Background: an optimization exercise with open tools, aiming at small area. Do not read the settings as production practice.
In this exercise RTL edits were held to simulation tests only and were not proved equivalent to the original.
Power and IR drop assume default switching activity.

Setup of job 101:
==> flow/design.v <==
package sigma_delta_pkg;
   typedef enum logic {IDLE, SEND} out_state_t;
endpackage
module sigma_delta_rca #(
   parameter int W = 8
) (
   input  logic [W-1:0] a,
   input  logic [W-1:0] b,
   input  logic         cin,
   output logic [W-1:0] s
);
   logic [W:0] c;
   assign c[0] = cin;
   for (genvar k = 0; k < W; k++) begin : g_bit
      assign s[k]   = a[k] ^ b[k] ^ c[k];
      assign c[k+1] = (a[k] & b[k]) | (a[k] & c[k]) | (b[k] & c[k]);
   end
endmodule
module sigma_delta_cic (
   input  logic [6:0]  m,          
   input  logic [7:0]  bits,       
   input  logic [20:0] a_i,
   input  logic [18:0] b_i,
   output logic [20:0] a_o,
   output logic [18:0] b_o
);
   logic [3:0]  p;       
   logic [4:0]  w;       
   logic [9:0]  pm;      
   logic [9:0]  pm01;
   logic [12:0] binc;    
   logic        start;
   logic [20:0] a_sel;
   logic [18:0] b_sel;
   function automatic logic [1:0] fa(input logic x, input logic y, input logic z);
      fa = {(x & y) | (x & z) | (y & z), x ^ y ^ z};
   endfunction
   logic [1:0] f1, f2, f3, f4, f5, f6, f7;
   always_comb begin
      f1 = fa(bits[0], bits[1], bits[2]);
      f2 = fa(bits[3], bits[4], bits[5]);
      f3 = fa(bits[6], bits[7], 1'b0);
      f4 = fa(f1[0], f2[0], f3[0]);           
      f5 = fa(f1[1], f2[1], f3[1]);           
      f6 = fa(f5[0], f4[1], 1'b0);            
      f7 = fa(f5[1], f6[1], 1'b0);            
      p  = {f7[1], f7[0], f6[0], f4[0]};
   end
   logic [1:0] g1, g2, g3, g4, g5, g6, g7, g8;
   always_comb begin
      g1 = fa(bits[1], bits[3], bits[5]);     
      g2 = fa(g1[0], bits[7], 1'b0);          
      g3 = fa(bits[2], bits[3], bits[6]);     
      g4 = fa(g3[0], bits[7], g1[1]);
      g5 = fa(g4[0], g2[1], 1'b0);            
      g6 = fa(bits[4], bits[5], bits[6]);     
      g7 = fa(g6[0], bits[7], g3[1]);
      g8 = fa(g7[0], g4[1], g5[1]);           
      w  = {2'b00, g8[0], g5[0], g2[0]} + {((g6[1] & g7[1]) | (g6[1] & g8[1]) | (g7[1] & g8[1])),
                                           g6[1] ^ g7[1] ^ g8[1], 3'b000};
   end
   sigma_delta_rca #(.W(10)) u_pm01 (
      .a({3'd0, m & {7{p[0]}}}), .b({2'd0, m & {7{p[1]}}, 1'b0}), .cin(1'b0), .s(pm01)
   );
   sigma_delta_rca #(.W(10)) u_pm (
      .a(pm01), .b({1'b0, m & {7{p[2]}}, 2'b00} | {m & {7{p[3]}}, 3'b000}), .cin(1'b0), .s(pm)
   );
   sigma_delta_rca #(.W(10)) u_binc (
      .a(pm), .b({8'd0, w[4:3]}), .cin(1'b0), .s(binc[12:3])
   );
   assign binc[2:0] = w[2:0];
   assign start = (m == 7'd0);
   assign a_sel = start ? {2'b00, b_i} : a_i;
   assign b_sel = start ? 19'd0 : b_i;
   logic [13:0] ainc;
   sigma_delta_rca #(.W(14)) u_ainc (.a({p, 10'd0}), .b(~{1'b0, binc}), .cin(1'b1), .s(ainc));
   sigma_delta_rca #(.W(21)) u_a (.a(a_sel), .b({7'd0, ainc}), .cin(1'b0), .s(a_o));
   sigma_delta_rca #(.W(19)) u_b (.a(b_sel), .b({6'd0, binc}), .cin(1'b0), .s(b_o));
endmodule
module sigma_delta_adc_mc (
   input  logic        clk,
   input  logic        rst,
   input  logic [7:0]  adc_lvds_pin,
   output logic [7:0]  adc_fb_pin,
   output logic [20:0] adc_output,
   output logic [2:0]  adc_channel,
   output logic        adc_valid,
   input  logic        adc_ready,
   output logic        adc_overrun
);
   logic [9:0]         count;
   logic [3:0]         nfr;        
   logic               tick, win, load;
   logic [63:0]        chunks;     
   logic [2:0]         ch;         
   logic [9:0]         cm;
   logic [7:0]         bits;
   logic [7:0][20:0]   ca;
   logic [7:0][18:0]   cb;
   logic [20:0]        ca_n;
   logic [18:0]        cb_n;
   logic [7:0][20:0]   hist1;
   logic [55:0][20:0]  hist7;
   logic [7:0][23:0]   sum;
   logic [2:0]         sel;
   logic [7:0]         oh;
   logic [20:0]        y, y_old;
   logic [23:0]        sum_in, sum_n;
   logic [23:0]        op1, op2;
   logic               sub, clr;
   logic [9:0]         count_n;
   logic               state;
   logic [2:0]         idx, idx_n;
   always_ff @(posedge clk or posedge rst) begin
      if (rst) adc_fb_pin <= '0;
      else     adc_fb_pin <= adc_lvds_pin;
   end
   always_ff @(posedge clk or posedge rst) begin
      if (rst) count <= '0;
      else     count <= count_n;
   end
   assign count_n = count + 1'b1;
   assign tick    = (count == 10'd1023);
   always_ff @(posedge clk) begin
      win <= (count_n >= 10'd3) && (count_n <= 10'd10);
      clr <= (count_n >= 10'd3) && (count_n <= 10'd10) && (nfr == 4'd2);
      sub <= (count_n >= 10'd3) && (count_n <= 10'd10) && (nfr == 4'd10);
   end
   always_ff @(posedge clk or posedge rst) begin
      if (rst)                       nfr <= '0;
      else if (tick && nfr != 4'd10) nfr <= nfr + 1'b1;
   end
   for (genvar c = 0; c < 8; c++) begin : g_dl
      logic [6+c:0] dl;
      always_ff @(posedge clk) dl <= {dl[5+c:0], adc_fb_pin[c]};
      for (genvar i = 0; i < 8; i++) begin : g_bit
         if (7 + c - i == 0) begin : g_now
            assign chunks[8*((c+6)%8)+i] = adc_fb_pin[c];
         end else begin : g_old
            assign chunks[8*((c+6)%8)+i] = dl[6+c-i];
         end
      end
   end
   assign ch = count[2:0] + 3'd2;
   assign cm = {count[9:3] - 7'(count[2:0] < 3'd6), 3'b000};
   assign bits = chunks[8*count[2:0] +: 8];
   sigma_delta_cic u_cic (
      .m(cm[9:3]), .bits(bits), .a_i(ca[7]), .b_i(cb[7]), .a_o(ca_n), .b_o(cb_n)
   );
   always_ff @(posedge clk) begin
      ca <= {ca[6:0], ca_n};
      cb <= {cb[6:0], cb_n};
   end
   assign y     = ca[4];
   assign y_old = hist7[55];
   always_ff @(posedge clk) begin
      hist1 <= {hist1[6:0], win ? y : hist1[7]};
      hist7 <= {hist7[54:0], win ? hist1[7] : hist7[55]};
   end
   assign sum_in = clr ? 24'd0 : sum[7];
   logic [21:0] dlt;
   assign op1 = {3'd0, y & {21{win}}};
   assign op2 = ~{3'd0, y_old & {21{sub}}};
   sigma_delta_rca #(.W(22)) u_dlt (.a(op1[21:0]), .b(op2[21:0]), .cin(1'b1), .s(dlt));
   sigma_delta_rca #(.W(24)) u_sum (.a(sum_in), .b({{2{dlt[21]}}, dlt}), .cin(1'b0), .s(sum_n));
   always_ff @(posedge clk) begin
      sum <= {sum[6:0], sum_n};
   end
   assign load = (count == 10'd3) && (nfr == 4'd10);
   always_ff @(posedge clk or posedge rst) begin
      if (rst) begin
         state       <= 1'b0;
         adc_overrun <= 1'b0;
      end else if (load) begin
         state <= 1'b1;
         if (state && !(adc_ready && idx == 3'd7)) adc_overrun <= 1'b1;
      end else if (state && adc_ready) begin
         if (idx == 3'd7) state <= 1'b0;
      end
   end
   assign idx_n = load ? 3'd0 : (state && adc_ready) ? idx + 1'b1 : idx;
   always_ff @(posedge clk or posedge rst) begin
      if (rst) idx <= '0;
      else     idx <= idx_n;
   end
   assign adc_valid   = state;
   assign adc_channel = idx;
   assign sel         = count_n[2:0] - 3'd4 - idx_n;
   always_ff @(posedge clk) begin
      for (int k = 0; k < 8; k++) oh[k] <= (sel == 3'(k));
   end
   assign adc_output = ({21{oh[0]}} & sum[0][23:3]) | ({21{oh[1]}} & sum[1][23:3])
                     | ({21{oh[2]}} & sum[2][23:3]) | ({21{oh[3]}} & sum[3][23:3])
                     | ({21{oh[4]}} & sum[4][23:3]) | ({21{oh[5]}} & sum[5][23:3])
                     | ({21{oh[6]}} & sum[6][23:3]) | ({21{oh[7]}} & sum[7][23:3]);
endmodule
module sigma_delta_adc8 (
   input  logic        clk,
   input  logic        rst,
   input  logic [7:0]  adc_lvds_pin,
   output logic [7:0]  adc_fb_pin,
   output logic [20:0] adc_output,
   output logic [2:0]  adc_channel,
   output logic        adc_valid,
   input  logic        adc_ready,
   output logic        adc_overrun
);
   sigma_delta_adc_mc u_adc (
      .clk(clk), .rst(rst), .adc_lvds_pin(adc_lvds_pin), .adc_fb_pin(adc_fb_pin),
      .adc_output(adc_output), .adc_channel(adc_channel), .adc_valid(adc_valid),
      .adc_ready(adc_ready), .adc_overrun(adc_overrun)
   );
endmodule
clock: 10.0 ns
lec_check: 0
cap_margin: 20
core_margin: 2
core_utilization: 40
slew_margin: 20
standard.sh (not shown) runs the stock make flow with config.mk's settings and CLKGATE_MAP_FILE= SYNTH_SCRIPT=/design/flow/synth_recipe.tcl, a recipe that flattens the netlist after the stock synthesis.
==> flow/flow/run.sh <==
#!/bin/bash
# Standard layout (the standard.sh, standard synthesis included), except that clock tree
# synthesis adds no dummy load cells and uses the buffer and sink clusters given below.
set -o pipefail
export CTS_ARGS="-sink_clustering_enable -repair_clock_nets -dont_use_dummy_load -sink_clustering_size 21 -sink_clustering_max_diameter 70 -buf_list sky130_fd_sc_hd__clkbuf_8"
export BUFFER_PORTS_ARGS="-buffer_cell sky130_fd_sc_hd__buf_1"
bash standard.sh > standard.log 2>&1
The flow did not stop early for job 101: all stages ran, and the layout cleared the timing, DRC and antenna checks.
Modified inputs, job 102 compared to job 101
# job 101
export LEC_CHECK = 0
export CAP_MARGIN = 20
export CORE_MARGIN = 2
export CORE_UTILIZATION = 40
export SLEW_MARGIN = 20
create_clock -name core_clock -period 10.0 [get_ports {clk}]
# job 102
export LEC_CHECK = 0
export CAP_MARGIN = 20
export CORE_MARGIN = 2
export CORE_UTILIZATION = 40
export PLACE_DENSITY = 0.75
export SLEW_MARGIN = 20
create_clock -name core_clock -period 10.0 [get_ports {clk}]
Findings:
Job 102 has worst hold slack above what job 101 had. Total power of the final layout | job 102 below job 101. Summary of the comparison: wire length is higher in job 102, relative to job 101.
Setup changes, job 102 to job 103
# job 102
export LEC_CHECK = 0
export CAP_MARGIN = 20
export CORE_MARGIN = 2
export CORE_UTILIZATION = 40
export PLACE_DENSITY = 0.75
export SLEW_MARGIN = 20
create_clock -name core_clock -period 10.0 [get_ports {clk}]
# job 103
export LEC_CHECK = 0
export CAP_MARGIN = 20
export CORE_MARGIN = 2
export CORE_UTILIZATION = 40
export SLEW_MARGIN = 20
create_clock -name core_clock -period 10.0 [get_ports {clk}]
==> flow/flow/run.sh <==
#!/bin/bash
# Standard layout (the standard.sh, standard synthesis included), except that clock tree
# synthesis adds no dummy load cells and uses the buffer and sink clusters given below.
set -o pipefail
export CTS_ARGS="-sink_clustering_enable -repair_clock_nets -dont_use_dummy_load -sink_clustering_size 21 -sink_clustering_max_diameter 50 -buf_list sky130_fd_sc_hd__clkbuf_8"
export BUFFER_PORTS_ARGS="-buffer_cell sky130_fd_sc_hd__buf_1"
bash standard.sh > standard.log 2>&1
Looking at final area across job 102 and job 103, the one that comes out lower is job 102. [compare] base=job 102 new=job 103: switching portion of total power now sits at about the same level; signed area change from the synthesized netlist to the final layout now sits higher; final cycle utilization of the critical path now sits at about the same level.

port drivers added, routing unchanged:
Ports are ideal in the flow. The routed layouts listed here were re-timed in OpenROAD.
Step 1: set_driving_cell puts a clkbuf_16 on clk and a buf_2 on each other input, an assumption about the parent block.
Step 2, shift: input delay + t, output delay - t, t = (earliest + latest rising clock arrival at the registers) / 2. This alone moves slack from input paths to output paths.
Slacks: no drivers / after step 1 / after step 2; pairs: no drivers / after step 1.
run | shift t [ns] | setup WS [ns] | latest minus earliest clock arrival (ns) | worst slew at a driven data input, ns
job 101 | 0.790 | 0.398 / 0.398 / 0.398 | 0.144 / 0.144 | 0.03
job 102 | 0.773 | 0.366 / 0.366 / 0.366 | 0.140 / 0.140 | 0.03
job 103 | 0.828 | 0.357 / 0.357 / 0.357 | 0.121 / 0.120 | 0.03
After both steps every run listed still meets setup and hold.
